What follows belongs to an exercise in optimizing a design on an open flow for small area, a short achievable clock period and few clock cycles; a production flow would make more cautious choices.
The RTL was checked by simulation tests, not by an equivalence proof against the original design.
Power is estimated from default activity; no workload was simulated.

==> flow/design.v <==
package riscv16_pkg;
    localparam logic [3:0] OP_ALU  = 4'b0000;
    localparam logic [3:0] OP_LDR  = 4'b0001;
    localparam logic [3:0] OP_STR  = 4'b0010;
    localparam logic [3:0] OP_ADDI = 4'b0011;
    localparam logic [3:0] OP_MOV  = 4'b0101;
    localparam logic [3:0] OP_BCC  = 4'b1100;
    localparam logic [3:0] OP_SYS  = 4'b1110;
    localparam logic [1:0] FN_ADD = 2'b00;
    localparam logic [1:0] FN_AND = 2'b01;
    localparam logic [1:0] FN_SUB = 2'b10;
    localparam logic [1:0] FN_OR  = 2'b11;
    localparam logic [1:0] SYS_OUT = 2'b00;
    localparam logic [1:0] SYS_HLT = 2'b01;
    localparam logic [3:0] CC_AL = 4'b0000;
    localparam logic [3:0] CC_NE = 4'b0001;
    localparam logic [3:0] CC_CS = 4'b0010;
    localparam logic [3:0] CC_CC = 4'b0011;
    localparam logic [3:0] CC_EQ = 4'b0100;
    localparam int OP_HI   = 15;
    localparam int OP_LO   = 12;
    localparam int SEL_BIT = 11;
    localparam int RD_HI   = 10;
    localparam int RD_LO   = 8;
    localparam int RA_HI   = 7;
    localparam int RA_LO   = 5;
    localparam int RB_HI   = 4;
    localparam int RB_LO   = 2;
    localparam int FN_HI   = 1;
    localparam int FN_LO   = 0;
    typedef enum logic [1:0] {
        FETCH = 2'd0,
        EXEC  = 2'd1,
        HALT  = 2'd2
    } state_t;
    function automatic logic is_arith(input logic [1:0] fn);
        return ((fn == FN_ADD) || (fn == FN_SUB));
    endfunction
endpackage
module riscv16_alu
(
    input  logic [15:0] a,
    input  logic [15:0] b,
    input  logic        sub,
    output logic [15:0] result,
    output logic        z,
    output logic        c
);
    logic [15:0] bx;
    logic [16:0] wide;
    assign bx     = sub ? ~b : b;
    assign wide   = {1'b0, a} + {1'b0, bx} + {16'b0, sub};
    assign result = wide[15:0];
    assign c      = wide[16];
    assign z      = ((a ^ bx) == {a[14:0] | bx[14:0], sub});
endmodule
import riscv16_pkg::*;
module riscv_16bit
(
    input  logic        clk,
    input  logic        PC_rst,
    input  logic        ext_we,
    input  logic [15:0] ext_data,
    output logic [15:0] OutR,
    output logic        done
);
    logic [15:0] mem  [0:255];
    logic [15:0] regs [0:7];
    logic [7:0]  raddr;      
    logic [15:0] rlo, rhi;   
    logic [7:0]  raddr_n;    
    logic        ld_cyc;     
    logic [2:0]  ld_rd;
    logic [7:0]  rs_addr;    
    logic [7:0]  lp;         
    logic        loading;    
    logic [15:0] ir;
    logic [7:0]  ir_pc;      
    logic        ir_v;       
    logic        flag_z;
    logic        flag_c;
    logic [15:0] out_r;
    logic        done_r;
    logic [3:0]  op;
    logic        sel;
    logic [2:0]  rd, ra, rb;
    logic [1:0]  fn;
    logic [3:0]  cond;
    logic [7:0]  imm8;
    logic [4:0]  imm5;
    assign op   = ir[15:12];
    assign sel  = ir[11];
    assign rd   = ir[10:8];
    assign ra   = ir[7:5];
    assign rb   = ir[4:2];
    assign fn   = ir[1:0];
    assign cond = ir[11:8];
    assign imm8 = ir[7:0];
    assign imm5 = ir[4:0];
    logic [15:0] rva, rvb, rvd;
    assign rva = regs[ra];
    assign rvb = regs[rb];
    assign rvd = regs[rd];
    logic ex;
    assign ex = !loading && !done_r && ir_v && !ld_cyc;
    logic is_alu, is_movi, is_ldr, is_str, is_addi, is_mov, is_bcc, is_out, is_hlt;
    assign is_movi = (op == OP_ALU) && sel;
    assign is_alu  = (op == OP_ALU) && !sel && !fn[0];
    assign is_ldr  = (op == OP_LDR);
    assign is_str  = (op == OP_STR);
    assign is_addi = (op == OP_ADDI) && sel;
    assign is_mov  = (op == OP_MOV);
    assign is_bcc  = (op == OP_BCC);
    assign is_out  = (op == OP_SYS) && (fn == SYS_OUT);
    assign is_hlt  = (op == OP_SYS) && (fn == SYS_HLT);
    logic [15:0] alu_b, alu_res;
    logic        alu_sub, alu_z, alu_c;
    assign alu_b   = is_addi ? {11'b0, imm5} : rvb;
    assign alu_sub = (op == OP_ADDI) ? !sel : fn[1];
    riscv16_alu u_alu (
        .a      (rva),
        .b      (alu_b),
        .sub    (alu_sub),
        .result (alu_res),
        .z      (alu_z),
        .c      (alu_c)
    );
    logic taken;
    always_comb begin
        case (cond)
            CC_AL:   taken = 1'b1;
            CC_NE:   taken = !flag_z;
            CC_CS:   taken = flag_c;
            CC_CC:   taken = !flag_c;
            CC_EQ:   taken = flag_z;
            default: taken = 1'b0;
        endcase
    end
    logic       br;
    logic [7:0] target;
    assign br     = is_bcc && taken;
    assign target = ir_pc + imm8 + 8'd1;
    localparam int NBTB = 2;
    logic [NBTB-1:0] btb_v;
    logic [7:0]      btb_pc  [0:NBTB-1];
    logic [7:0]      btb_tgt [0:NBTB-1];
    logic            btb_rp;     
    logic [7:0] pred;
    always_comb begin
        pred = raddr + 8'd1;
        for (int i = 0; i < NBTB; i++) begin
            if (btb_v[i] && btb_pc[i] == raddr) pred = btb_tgt[i];
        end
    end
    logic [7:0] nxt;
    logic       miss;
    assign nxt  = br ? target : ir_pc + 8'd1;
    assign miss = (raddr != nxt);
    logic [7:0] ea;
    assign ea = rva[7:0] + {3'b0, imm5};
    logic st, fwd;
    assign st  = ex && is_str;
    assign fwd = is_str && (rva[7:0] == raddr - {3'b0, imm5});
    logic        wp_v;
    logic [7:0]  wp_addr;
    logic [15:0] wp_data;
    always_ff @(posedge clk) begin
        wp_v    <= ext_we || (st && !ext_we);
        wp_addr <= ext_we ? lp : ea;
        wp_data <= ext_we ? ext_data : rvd;
    end
    logic [15:0] mdata;
    logic [15:0] grp [0:15];
    always_comb begin
        mdata = '0;
        for (int g = 0; g < 16; g++) begin
            grp[g] = '0;
            for (int i = 0; i < 16; i++) begin
                grp[g] = grp[g] | (mem[g*16+i] & {16{rlo[i]}});
            end
            mdata = mdata | (grp[g] & {16{rhi[g]}});
        end
    end
    logic wp_hit;
    assign wp_hit = wp_v && (wp_addr == raddr);
    logic [255:0] wsel;
    assign wsel = 256'b1 << wp_addr;
    for (genvar i = 0; i < 256; i++) begin : g_mem
        always_ff @(posedge clk) begin
            if (wp_v && wsel[i]) begin
                mem[i] <= wp_data;
            end
        end
    end
    logic        run;
    logic        rf_we;
    logic [2:0]  rf_wa;
    logic [15:0] rf_wd;
    assign run = !loading && !done_r;
    always_comb begin
        rf_we = 1'b0;
        rf_wa = rd;
        rf_wd = alu_res;
        if (run && ld_cyc) begin
            rf_we = 1'b1;
            rf_wa = ld_rd;
            rf_wd = wp_data;
        end else if (ex) begin
            if (is_movi) begin
                rf_we = 1'b1;
                rf_wd = {8'h00, imm8};
            end else if (is_alu || is_addi) begin
                rf_we = 1'b1;
            end else if (is_mov) begin
                rf_we = 1'b1;
                rf_wd = rva;
            end
        end
    end
    logic [15:0] regs_n [0:7];
    always_comb begin
        for (int i = 0; i < 8; i++) begin
            regs_n[i] = regs[i];
            if (rf_we && rf_wa == 3'(i)) regs_n[i] = rf_wd;
            if (run && ld_cyc && !wp_hit && ld_rd == 3'(i)) regs_n[i] = mdata;
        end
    end
    always_ff @(posedge clk or negedge PC_rst) begin
        if (!PC_rst) begin
            for (int i = 0; i < 8; i++) begin
                regs[i] <= '0;
            end
        end else begin
            for (int i = 0; i < 8; i++) begin
                regs[i] <= regs_n[i];
            end
        end
    end
    logic        ir_ld, fwd_act;
    logic [15:0] ir_n;
    assign ir_ld   = !loading && !done_r && !ld_cyc && !(ir_v && miss);
    assign fwd_act = fwd && ir_v;
    always_comb begin
        ir_n = ir;
        if (ir_ld) ir_n = fwd_act ? rvd : wp_data;
        if (ir_ld && !fwd_act && !wp_hit) ir_n = mdata;
    end
    always_ff @(posedge clk or negedge PC_rst) begin
        if (!PC_rst) begin
            ir <= '0;
        end else begin
            ir <= ir_n;
        end
    end
    always_comb begin
        raddr_n = raddr;
        if (ld_cyc) begin
            raddr_n = rs_addr;
        end else if (ir_v && is_ldr) begin
            raddr_n = ea;
        end else if (ir_v && miss) begin
            raddr_n = nxt;
        end else begin
            raddr_n = pred;
        end
    end
    always_ff @(posedge clk or negedge PC_rst) begin
        if (!PC_rst) begin
            raddr <= '0;
            rlo   <= 16'h0001;
            rhi   <= 16'h0001;
        end else if (!loading && !done_r) begin
            raddr <= raddr_n;
            rlo   <= 16'b1 << raddr_n[3:0];
            rhi   <= 16'b1 << raddr_n[7:4];
        end
    end
    always_ff @(posedge clk or negedge PC_rst) begin
        if (!PC_rst) begin
            lp      <= '0;
            loading <= 1'b0;
        end else begin
            if (ext_we) lp <= lp + 8'd1;
            loading <= ext_we;
        end
    end
    always_ff @(posedge clk or negedge PC_rst) begin
        if (!PC_rst) begin
            ld_cyc <= 1'b0;
            ld_rd  <= '0;
            ir_pc  <= '0;
            ir_v   <= 1'b0;
            flag_z <= 1'b0;
            flag_c <= 1'b0;
            out_r  <= '0;
            done_r <= 1'b0;
        end else if (!loading && !done_r) begin
            if (ld_cyc) begin
                ld_cyc <= 1'b0;
            end else if (ir_v && miss) begin
                ir_v    <= 1'b0;
                rs_addr <= nxt;
                if (is_ldr) begin
                    ld_cyc <= 1'b1;
                    ld_rd  <= rd;
                end
            end else begin
                ir_pc   <= raddr;
                ir_v    <= 1'b1;
                rs_addr <= pred;
                if (ir_v && is_ldr) begin
                    ld_cyc <= 1'b1;
                    ld_rd  <= rd;
                end
            end
            if (ex) begin
                if (is_alu || (op == OP_ADDI)) begin
                    flag_z <= alu_z;
                    flag_c <= alu_c;
                end
                if (is_out && !ext_we) out_r <= rva;
                if (is_hlt && !ext_we) done_r <= 1'b1;
            end
        end
    end
    always_ff @(posedge clk or negedge PC_rst) begin
        if (!PC_rst) begin
            btb_v  <= '0;
            btb_rp <= '0;
            for (int i = 0; i < NBTB; i++) begin
                btb_pc[i]  <= '0;
                btb_tgt[i] <= '0;
            end
        end else if (ex && br && miss) begin
            btb_v[btb_rp]   <= 1'b1;
            btb_pc[btb_rp]  <= ir_pc;
            btb_tgt[btb_rp] <= target;
            btb_rp          <= !btb_rp;
        end
    end
    assign OutR = out_r;
    assign done = done_r;
endmodule
clock: 12.0 ns
lec_check: 0
abc_clock_period_in_ps: 4000
cap_margin: 20
core_margin: 2
core_utilization: 40
cts_buf_list: sky130_fd_sc_hd__clkbuf_16
cts_cluster_diameter: 70
cts_cluster_size: 25
slew_margin: 20
standard.sh (not shown) runs the stock make flow with config.mk's settings and CLKGATE_MAP_FILE= SYNTH_SCRIPT=/design/flow/synth_recipe.tcl, a recipe that flattens the netlist after the stock synthesis.
==> flow/flow/run.sh <==
#!/bin/bash
set -uo pipefail
bash standard.sh SETUP_SLACK_MARGIN=8 finish > standard.log 2>&1
Testbench counts at the start, summed over its fixed seeds: cycles 56,776.
Edit:
--- a/flow/design.v
+++ b/flow/design.v
@@ -48,10 +48,48 @@
 );
     logic [15:0] bx;
-    logic [16:0] wide;
-    assign bx     = sub ? ~b : b;
-    assign wide   = {1'b0, a} + {1'b0, bx} + {16'b0, sub};
-    assign result = wide[15:0];
-    assign c      = wide[16];
-    assign z      = ((a ^ bx) == {a[14:0] | bx[14:0], sub});
+    assign bx = sub ? ~b : b;
+    logic [15:0] g0, p0;
+    assign p0 = a ^ bx;
+    assign g0 = (a & bx) | {15'b0, p0[0] & sub};
+    logic [15:0] g1, p1, g2, p2, g3, p3, g4;
+    always_comb begin
+        for (int i = 0; i < 16; i++) begin
+            if (i % 2 == 1) begin
+                g1[i] = g0[i] | (p0[i] & g0[i-1]);
+                p1[i] = p0[i] & p0[i-1];
+            end else begin
+                g1[i] = g0[i];
+                p1[i] = p0[i];
+            end
+        end
+        for (int i = 0; i < 16; i++) begin
+            if (i % 4 >= 2) begin
+                g2[i] = g1[i] | (p1[i] & g1[(i/4)*4+1]);
+                p2[i] = p1[i] & p1[(i/4)*4+1];
+            end else begin
+                g2[i] = g1[i];
+                p2[i] = p1[i];
+            end
+        end
+        for (int i = 0; i < 16; i++) begin
+            if (i % 8 >= 4) begin
+                g3[i] = g2[i] | (p2[i] & g2[(i/8)*8+3]);
+                p3[i] = p2[i] & p2[(i/8)*8+3];
+            end else begin
+                g3[i] = g2[i];
+                p3[i] = p2[i];
+            end
+        end
+        for (int i = 0; i < 16; i++) begin
+            if (i >= 8) begin
+                g4[i] = g3[i] | (p3[i] & g3[7]);
+            end else begin
+                g4[i] = g3[i];
+            end
+        end
+    end
+    assign result = p0 ^ {g4[14:0], sub};
+    assign c      = g4[15];
+    assign z      = (p0 == {a[14:0] | bx[14:0], sub});
 endmodule
 import riscv16_pkg::*;
First-iteration DRC count is lower by 4.6%; wire length is lower by 0.98%; non-clock buffer count is lower by 27; clock power is higher by 3.3%; global-route usage is higher by 0.33 points; setup slack loses 0.043 ns; via count is lower by 0.42%; die area stays flat; sequential power stays flat; area after synthesis barely changes; maximum frequency is lower by 0.97%.
Testbench counts after the change, summed over its fixed seeds: cycles 56,776.

static timing again, ports no longer ideal:
No port has a modelled driver above. Below, the same layouts with a new extraction and two added sets of constraints. Step 1 assumes that a clkbuf_16 drives the clock port and a buf_2 every other input. Step 2 moves the port delays by t, midway between the first and last clock arrival at a register: inputs arrive t later, outputs are due t later. That takes back most of the time a late clock gives input paths. a / b / c = ideal ports / drivers / drivers and shift; a / b = the first two.
run | shift t [ns] | setup slack, ns | worst setup path at the end | clock arrival spread, ns
the first run | 1.086 | 7.601 / 7.601 / 7.582 | input, reset recovery | 0.095 / 0.095
the second run | 1.096 | 7.558 / 7.558 / 7.474 | input, reset recovery | 0.096 / 0.096
After both steps every run listed still meets setup and hold. For the second run, which loses most, drivers alone change the setup slack by 0.000 ns; drivers and shift together by -0.084 ns. The worst setup slack also covers recovery checks on asynchronous resets.
